From an optimization exercise on the open Yosys and OpenROAD flow, aimed at small area, a short achievable clock period and few clock cycles; shortcuts taken in it are not production practice.
Where RTL was checked, it was by simulation tests only, not by an equivalence proof against the original.

==> flow/design.v <==
package ntwrk_size_pkg;
    localparam int NTWRK_ID_W = 4;
    typedef enum logic [2:0] {
        CMD_IGNORE = 3'd0,
        CMD_NEW    = 3'd1,
        CMD_WR_A   = 3'd2,
        CMD_WR_B   = 3'd3,
        CMD_MERGE  = 3'd4,
        CMD_LOOKUP = 3'd5,
        CMD_UPDATE = 3'd6,
        CMD_RSVD   = 3'd7
    } ntwrk_cmd_id_e;
    typedef struct packed {
        logic [NTWRK_ID_W-1:0] ntwrkb;
        logic [NTWRK_ID_W-1:0] ntwrka;
        ntwrk_cmd_id_e         id;
    } ntwrk_size_cmd_t;
endpackage
import ntwrk_size_pkg::*;
module ntwrk_size_tracker
#(
    parameter int NUM_CONNS  = 8,
    parameter int NUM_POINTS = 1000,
    parameter int SIZE_W     = $clog2(NUM_POINTS) + 1,
    parameter int TOP_K      = 3,
    parameter int PROD_W     = SIZE_W * TOP_K
) (
    input  logic              clk,
    input  logic              rst,
    input  logic              cmd_vld,
    output logic              cmd_rdy,
    input  ntwrk_size_pkg::ntwrk_size_cmd_t cmd,
    output logic              rsp_vld,
    input  logic              rsp_rdy,
    output logic [PROD_W-1:0] rsp_data,
    output logic              rsp_is_prod,
    output logic              busy,
    output logic              err
);
    localparam int N  = 8;
    localparam int W  = 11;
    localparam int R  = 3;                
    localparam int ND = (W + R - 1) / R;  
    localparam int PW = 33;
    typedef enum logic [1:0] {E_IDLE, E_P2, E_P3, E_MUL} eng_e;
    logic [W-1:0] size_q [N];
    logic [N-1:0] vld;
    logic         err_q;
    logic         rdy_q;
    logic         pend_q, pend_upd_q;
    logic [W-1:0] pend_v_q;
    eng_e         eng_q;
    logic [W-1:0] t0_q, t1_q, t2_q;
    logic [N-1:0] excl_q;
    logic         ebusy_q, dirty_q, pia_q;
    logic         ph2_q, first_q;
    logic [1:0]   k_q;
    logic         rsp_vld_q, rsp_prod_q;
    logic [PW-1:0] acc_q;
    always_comb for (int i = 0; i < N; i++) vld[i] = |size_q[i];
    logic rsp_free;
    assign rsp_free = !rsp_vld_q || rsp_rdy;
    assign cmd_rdy     = rdy_q;
    assign busy        = !rdy_q;
    assign err         = err_q;
    assign rsp_vld     = rsp_vld_q;
    assign rsp_is_prod = rsp_prod_q;
    assign rsp_data    = acc_q;
    logic [2:0] op;
    logic [3:0] ca, cb;
    logic       acc_cmd;
    assign op      = cmd.id;
    assign ca      = cmd.ntwrka;
    assign cb      = cmd.ntwrkb;
    assign acc_cmd = cmd_vld && rdy_q;
    logic is_new, is_wr, is_mrg, is_lkp, is_upd, is_rsv;
    assign is_new = (op == CMD_NEW);
    assign is_wr  = (op == CMD_WR_A) || (op == CMD_WR_B);
    assign is_mrg = (op == CMD_MERGE);
    assign is_lkp = (op == CMD_LOOKUP);
    assign is_upd = (op == CMD_UPDATE);
    assign is_rsv = (op == CMD_RSVD);
    logic is_wrb;
    assign is_wrb = (op == CMD_WR_B);
    logic [W-1:0] sa, sb, addend, wdata;
    logic [W:0]   sum;
    logic [W-1:0] opnd;
    assign sa     = size_q[ca[2:0]];
    assign sb     = size_q[cb[2:0]];
    assign opnd   = is_wrb ? sb : sa;
    assign addend = is_mrg ? sb : W'(1);
    assign sum    = {1'b0, opnd} + {1'b0, addend};
    assign wdata  = sum[W] ? {W{1'b1}} : sum[W-1:0];
    logic ra_ok, a_in, b_in, va, vb, ab_eq, mrg_ok;
    assign a_in   = !ca[3];
    assign b_in   = !cb[3];
    assign ra_ok  = is_wrb ? (b_in && vb) : (a_in && va);
    assign va     = vld[ca[2:0]];
    assign vb     = vld[cb[2:0]];
    assign ab_eq  = (ca == cb);
    assign mrg_ok = a_in && b_in && va && vb;
    logic cmd_err;
    always_comb begin
        cmd_err = 1'b0;
        if (is_new) cmd_err = !a_in || va;
        if (is_wr)  cmd_err = !ra_ok || sum[W];
        if (is_mrg) cmd_err = !ab_eq && (!mrg_ok || sum[W]);
        if (is_rsv) cmd_err = 1'b1;
    end
    logic [N-1:0] we_new, we_w, we_clr;
    always_comb begin
        for (int i = 0; i < N; i++) begin
            we_new[i] = acc_cmd && is_new && a_in && (ca[2:0] == 3'(i));
            we_w[i]   = acc_cmd && ((is_wr && ra_ok) || (is_mrg && !ab_eq && mrg_ok))
                        && (is_wrb ? (cb[2:0] == 3'(i)) : (ca[2:0] == 3'(i)));
            we_clr[i] = acc_cmd && is_mrg && !ab_eq && mrg_ok && (cb[2:0] == 3'(i));
        end
    end
    logic [W-1:0] lk_val;
    assign lk_val = ca[3] ? '0 : sa;
    logic [W:0]   key [N];
    logic [W:0]   pk [4];
    logic [3:0]   pc, gw;
    logic [N-1:0] win;
    logic [W:0]   k3;
    always_comb begin
        logic c01, c02, c03, c12, c13, c23;
        for (int i = 0; i < N; i++) key[i] = {!(excl_q[i] && ebusy_q), size_q[i]};
        for (int p = 0; p < 4; p++) begin
            pc[p] = key[2*p+1] > key[2*p];
            pk[p] = pc[p] ? key[2*p+1] : key[2*p];
        end
        c01 = pk[1] > pk[0];
        c02 = pk[2] > pk[0];
        c03 = pk[3] > pk[0];
        c12 = pk[2] > pk[1];
        c13 = pk[3] > pk[1];
        c23 = pk[3] > pk[2];
        gw[0] = !c01 && !c02 && !c03;
        gw[1] =  c01 && !c12 && !c13;
        gw[2] =  c02 &&  c12 && !c23;
        gw[3] =  c03 &&  c13 &&  c23;
        k3 = '0;
        for (int p = 0; p < 4; p++) begin
            k3 = k3 | (pk[p] & {(W+1){gw[p]}});
            win[2*p]   = gw[p] && !pc[p];
            win[2*p+1] = gw[p] &&  pc[p];
        end
    end
    logic [W-1:0]    x_lo, y_op;
    logic [2*W-1:0]  x_op;
    logic [ND*R-1:0] y_pad;
    logic [1:0]      msd, k_eff;
    logic [R-1:0]    dig;
    logic [PW-1:0]   acc_next;
    logic            mul_go, mul_last;
    assign x_lo  = {t0_q[W-1:1], t0_q[0] | ~|t0_q};
    assign x_op  = ph2_q ? {t1_q, t0_q} : {{W{1'b0}}, x_lo};
    assign y_op  = ph2_q ? {t2_q[W-1:1], t2_q[0] | ~|t2_q}
                         : {t1_q[W-1:1], t1_q[0] | ~|t1_q};
    assign y_pad = (ND*R)'(y_op);
    always_comb begin
        msd = '0;
        for (int d = 1; d < ND; d++) if (|y_pad[d*R +: R]) msd = 2'(d);
    end
    assign k_eff    = first_q ? msd : k_q;
    assign dig      = y_pad[k_eff*R +: R];
    logic [PW-1:0] ah, q0, q1, q2, s1, c1, s2, c2;
    assign ah = first_q ? '0 : (acc_q << R);
    assign q0 = PW'(x_op & {(2*W){dig[0]}});
    assign q1 = PW'(x_op & {(2*W){dig[1]}}) << 1;
    assign q2 = PW'(x_op & {(2*W){dig[2]}}) << 2;
    assign s1 = ah ^ q0 ^ q1;
    assign c1 = ((ah & q0) | (ah & q1) | (q0 & q1)) << 1;
    assign s2 = s1 ^ c1 ^ q2;
    assign c2 = ((s1 & c1) | (s1 & q2) | (c1 & q2)) << 1;
    assign acc_next = s2 + c2;
    assign mul_go   = (eng_q == E_P3 || eng_q == E_MUL) && (!rsp_vld_q || rsp_rdy);
    assign mul_last = (k_eff == 2'd0);
    logic chg, cache_ok;
    assign chg      = |{we_new, we_w, we_clr};
    assign cache_ok = pia_q && !dirty_q;
    logic idle, lk_direct, up_direct, up_start, cmd_hold, pend_lk_go, pend_up_go, pend_up_start;
    assign idle          = (eng_q == E_IDLE);
    assign lk_direct     = acc_cmd && is_lkp && idle && rsp_free;
    assign up_direct     = acc_cmd && is_upd && idle && cache_ok && rsp_free;
    assign up_start      = acc_cmd && is_upd && idle && !cache_ok;
    assign cmd_hold      = acc_cmd && ((is_lkp && !(idle && rsp_free)) ||
                                       (is_upd && !(idle && (rsp_free || !cache_ok))));
    assign pend_lk_go    = pend_q && !pend_upd_q && idle && rsp_free;
    assign pend_up_go    = pend_q &&  pend_upd_q && idle && cache_ok && rsp_free;
    assign pend_up_start = pend_q &&  pend_upd_q && idle && !cache_ok;
    eng_e eng_d;
    logic pend_d;
    always_comb begin
        eng_d = eng_q;
        case (eng_q)
            E_IDLE: if (up_start || pend_up_start) eng_d = E_P2;
            E_P2:   eng_d = E_P3;
            E_P3:   eng_d = (mul_go && mul_last && ph2_q) ? E_IDLE : E_MUL;
            E_MUL:  if (mul_go && mul_last && ph2_q) eng_d = E_IDLE;
            default: eng_d = E_IDLE;
        endcase
        pend_d = pend_q;
        if (cmd_hold) pend_d = 1'b1;
        else if (pend_lk_go || pend_up_go || pend_up_start) pend_d = 1'b0;
    end
    always_ff @(posedge clk or posedge rst) begin
        if (rst) begin
            for (int i = 0; i < N; i++) size_q[i] <= '0;
            err_q      <= 1'b0;
            rdy_q      <= 1'b1;
            pend_q     <= 1'b0;
            pend_upd_q <= 1'b0;
            eng_q      <= E_IDLE;
            ebusy_q    <= 1'b0;
            ph2_q      <= 1'b0;
            first_q    <= 1'b1;
            dirty_q    <= 1'b1;
            pia_q      <= 1'b0;
            rsp_vld_q  <= 1'b0;
            rsp_prod_q <= 1'b0;
        end else begin
            for (int i = 0; i < N; i++) begin
                if (we_new[i])      size_q[i] <= W'(2);
                else if (we_w[i])   size_q[i] <= wdata;
                else if (we_clr[i]) size_q[i] <= '0;
            end
            if (acc_cmd && cmd_err) err_q <= 1'b1;
            pend_q <= pend_d;
            if (cmd_hold) pend_upd_q <= is_upd;
            rdy_q  <= !pend_d && (eng_d != E_P2);
            eng_q   <= eng_d;
            ebusy_q <= (eng_d != E_IDLE);
            if (chg) dirty_q <= 1'b1;
            else if (eng_d == E_P2 && idle) dirty_q <= 1'b0;
            if (mul_go) begin
                first_q <= mul_last;
                if (mul_last) ph2_q <= !ph2_q;
            end
            if (lk_direct || pend_lk_go) begin
                rsp_prod_q <= 1'b0;
                rsp_vld_q  <= 1'b1;
                pia_q      <= 1'b0;
            end else if ((mul_go && mul_last && ph2_q) || up_direct || pend_up_go) begin
                rsp_prod_q <= 1'b1;
                rsp_vld_q  <= 1'b1;
                pia_q      <= 1'b1;
            end else if (rsp_rdy) begin
                rsp_vld_q  <= 1'b0;
            end
        end
    end
    always_ff @(posedge clk) begin
        if (cmd_hold) pend_v_q <= lk_val;
        case (eng_q)
            E_IDLE: begin
                t0_q   <= k3[W-1:0];
                excl_q <= win;
            end
            E_P2: begin
                t1_q   <= k3[W-1:0];
                excl_q <= excl_q | win;
            end
            E_P3: t2_q <= k3[W-1:0];
            default: ;
        endcase
        if (mul_go) begin
            acc_q <= acc_next;
            k_q   <= k_eff - 2'd1;
            if (mul_last && !ph2_q) begin
                t0_q <= acc_next[W-1:0];
                t1_q <= acc_next[2*W-1:W];
            end
        end
        if (lk_direct)  acc_q <= PW'(lk_val);
        if (pend_lk_go) acc_q <= PW'(pend_v_q);
    end
endmodule
export LEC_CHECK = 0
export CAP_MARGIN = 20
export CORE_MARGIN = 2
export CORE_UTILIZATION = 40
export SETUP_SLACK_MARGIN = 4.5
export SLEW_MARGIN = 20
create_clock -name core_clock -period 10.0 [get_ports {clk}]
run.sh (not shown) runs the stock make flow with config.mk's settings and CLKGATE_MAP_FILE= SYNTH_SCRIPT=/design/flow/synth_recipe.tcl, a recipe that flattens the netlist after the stock synthesis.
==> next run, changes <==
--- a/flow/design.v
+++ b/flow/design.v
@@ -51,13 +51,14 @@
     logic [W-1:0] pend_v_q;
     eng_e         eng_q;
     logic [W-1:0] t0_q, t1_q, t2_q;
     logic [N-1:0] excl_q;
     logic         ebusy_q, dirty_q, pia_q;
     logic         ph2_q, first_q;
-    logic [1:0]   k_q;
+    logic [1:0]   k_q, msd2_q;
+    logic         z0_q, z1_q, z2_q;
     logic         rsp_vld_q, rsp_prod_q;
     logic [PW-1:0] acc_q;
     always_comb for (int i = 0; i < N; i++) vld[i] = |size_q[i];
     logic rsp_free;
     assign rsp_free = !rsp_vld_q || rsp_rdy;
     assign cmd_rdy     = rdy_q;
@@ -144,42 +145,50 @@
         for (int p = 0; p < 4; p++) begin
             k3 = k3 | (pk[p] & {(W+1){gw[p]}});
             win[2*p]   = gw[p] && !pc[p];
             win[2*p+1] = gw[p] &&  pc[p];
         end
     end
-    logic [W-1:0]    x_lo, y_op;
+    logic [2:0] anyd;
+    logic [1:0] msd_t;
+    logic       zero_t;
+    always_comb begin
+        anyd   = '0;
+        zero_t = 1'b1;
+        for (int i = 0; i < N; i++) begin
+            if (key[i][W]) begin
+                anyd[2] = anyd[2] | (|size_q[i][W-1:3*R]);
+                anyd[1] = anyd[1] | (|size_q[i][3*R-1:2*R]);
+                anyd[0] = anyd[0] | (|size_q[i][2*R-1:R]);
+                zero_t  = zero_t & ~|size_q[i];
+            end
+        end
+        msd_t = anyd[2] ? 2'd3 : anyd[1] ? 2'd2 : anyd[0] ? 2'd1 : 2'd0;
+    end
+    logic [W-1:0]    x_lo;
     logic [2*W-1:0]  x_op;
     logic [ND*R-1:0] y_pad;
-    logic [1:0]      msd, k_eff;
     logic [R-1:0]    dig;
     logic [PW-1:0]   acc_next;
     logic            mul_go, mul_last;
-    assign x_lo  = {t0_q[W-1:1], t0_q[0] | ~|t0_q};
+    assign x_lo  = {t0_q[W-1:1], t0_q[0] | z0_q};
     assign x_op  = ph2_q ? {t1_q, t0_q} : {{W{1'b0}}, x_lo};
-    assign y_op  = ph2_q ? {t2_q[W-1:1], t2_q[0] | ~|t2_q}
-                         : {t1_q[W-1:1], t1_q[0] | ~|t1_q};
-    assign y_pad = (ND*R)'(y_op);
-    always_comb begin
-        msd = '0;
-        for (int d = 1; d < ND; d++) if (|y_pad[d*R +: R]) msd = 2'(d);
-    end
-    assign k_eff    = first_q ? msd : k_q;
-    assign dig      = y_pad[k_eff*R +: R];
+    assign y_pad = (ND*R)'(ph2_q ? t2_q : t1_q);
+    assign dig   = y_pad[k_q*R +: R] | {{(R-1){1'b0}}, (k_q == 2'd0) && (ph2_q ? z2_q : z1_q)};
     logic [PW-1:0] ah, q0, q1, q2, s1, c1, s2, c2;
     assign ah = first_q ? '0 : (acc_q << R);
     assign q0 = PW'(x_op & {(2*W){dig[0]}});
     assign q1 = PW'(x_op & {(2*W){dig[1]}}) << 1;
     assign q2 = PW'(x_op & {(2*W){dig[2]}}) << 2;
     assign s1 = ah ^ q0 ^ q1;
     assign c1 = ((ah & q0) | (ah & q1) | (q0 & q1)) << 1;
     assign s2 = s1 ^ c1 ^ q2;
     assign c2 = ((s1 & c1) | (s1 & q2) | (c1 & q2)) << 1;
     assign acc_next = s2 + c2;
     assign mul_go   = (eng_q == E_P3 || eng_q == E_MUL) && (!rsp_vld_q || rsp_rdy);
-    assign mul_last = (k_eff == 2'd0);
+    assign mul_last = (k_q == 2'd0);
     logic chg, cache_ok;
     assign chg      = |{we_new, we_w, we_clr};
     assign cache_ok = pia_q && !dirty_q;
     logic idle, lk_direct, up_direct, up_start, cmd_hold, pend_lk_go, pend_up_go, pend_up_start;
     assign idle          = (eng_q == E_IDLE);
     assign lk_direct     = acc_cmd && is_lkp && idle && rsp_free;
@@ -253,27 +262,35 @@
     end
     always_ff @(posedge clk) begin
         if (cmd_hold) pend_v_q <= lk_val;
         case (eng_q)
             E_IDLE: begin
                 t0_q   <= k3[W-1:0];
+                z0_q   <= zero_t;
                 excl_q <= win;
             end
             E_P2: begin
                 t1_q   <= k3[W-1:0];
+                z1_q   <= zero_t;
+                k_q    <= msd_t;
                 excl_q <= excl_q | win;
             end
-            E_P3: t2_q <= k3[W-1:0];
+            E_P3: begin
+                t2_q   <= k3[W-1:0];
+                z2_q   <= zero_t;
+                msd2_q <= msd_t;
+            end
             default: ;
         endcase
         if (mul_go) begin
             acc_q <= acc_next;
-            k_q   <= k_eff - 2'd1;
+            k_q   <= k_q - 2'd1;
             if (mul_last && !ph2_q) begin
                 t0_q <= acc_next[W-1:0];
                 t1_q <= acc_next[2*W-1:W];
+                k_q  <= (eng_q == E_P3) ? msd_t : msd2_q;
             end
         end
         if (lk_direct)  acc_q <= PW'(lk_val);
         if (pend_lk_go) acc_q <= PW'(pend_v_q);
     end
 endmodule
Via count rises by 3.1%.
Flip-flop and latch count rises by 5.
Design area falls by 1.6%.
Register-to-register slack is better by 350 ps.
Area after synthesis rises by 1.2%.
Testbench counts after the change, summed over its fixed seeds: cycles 6,298.
The RTL of the first run of this note was laid out without a check of its function.

[static timing again, ports no longer ideal]
The flow's constraints put no driver on any port. The routed layouts listed below were extracted and timed again, unchanged, in two steps. Step 1 sets driving cells, clkbuf_16 on the clock port and buf_2 on the other inputs (assumed; they add their load-dependent delay and slew). Step 2, shift: input delay + t, output delay - t, t = (earliest + latest rising clock arrival at the registers) / 2. This alone moves slack from input paths to output paths. Slacks: ideal / step 1 / step 2; pairs: ideal / step 1.
run | t (ns) | setup slack, ns | hold slack, ns
the first run | 0.512 | 4.260 / 4.260 / 4.138 | 0.445 / 0.445 / 0.445
the second run | 0.525 | 4.534 / 4.561 / 4.036 | 0.457 / 0.457 / 0.457
After both steps every run listed still meets setup and hold. The setup slack of the second run, which loses most, moves by +0.027 ns with the drivers and by -0.498 ns with both steps.
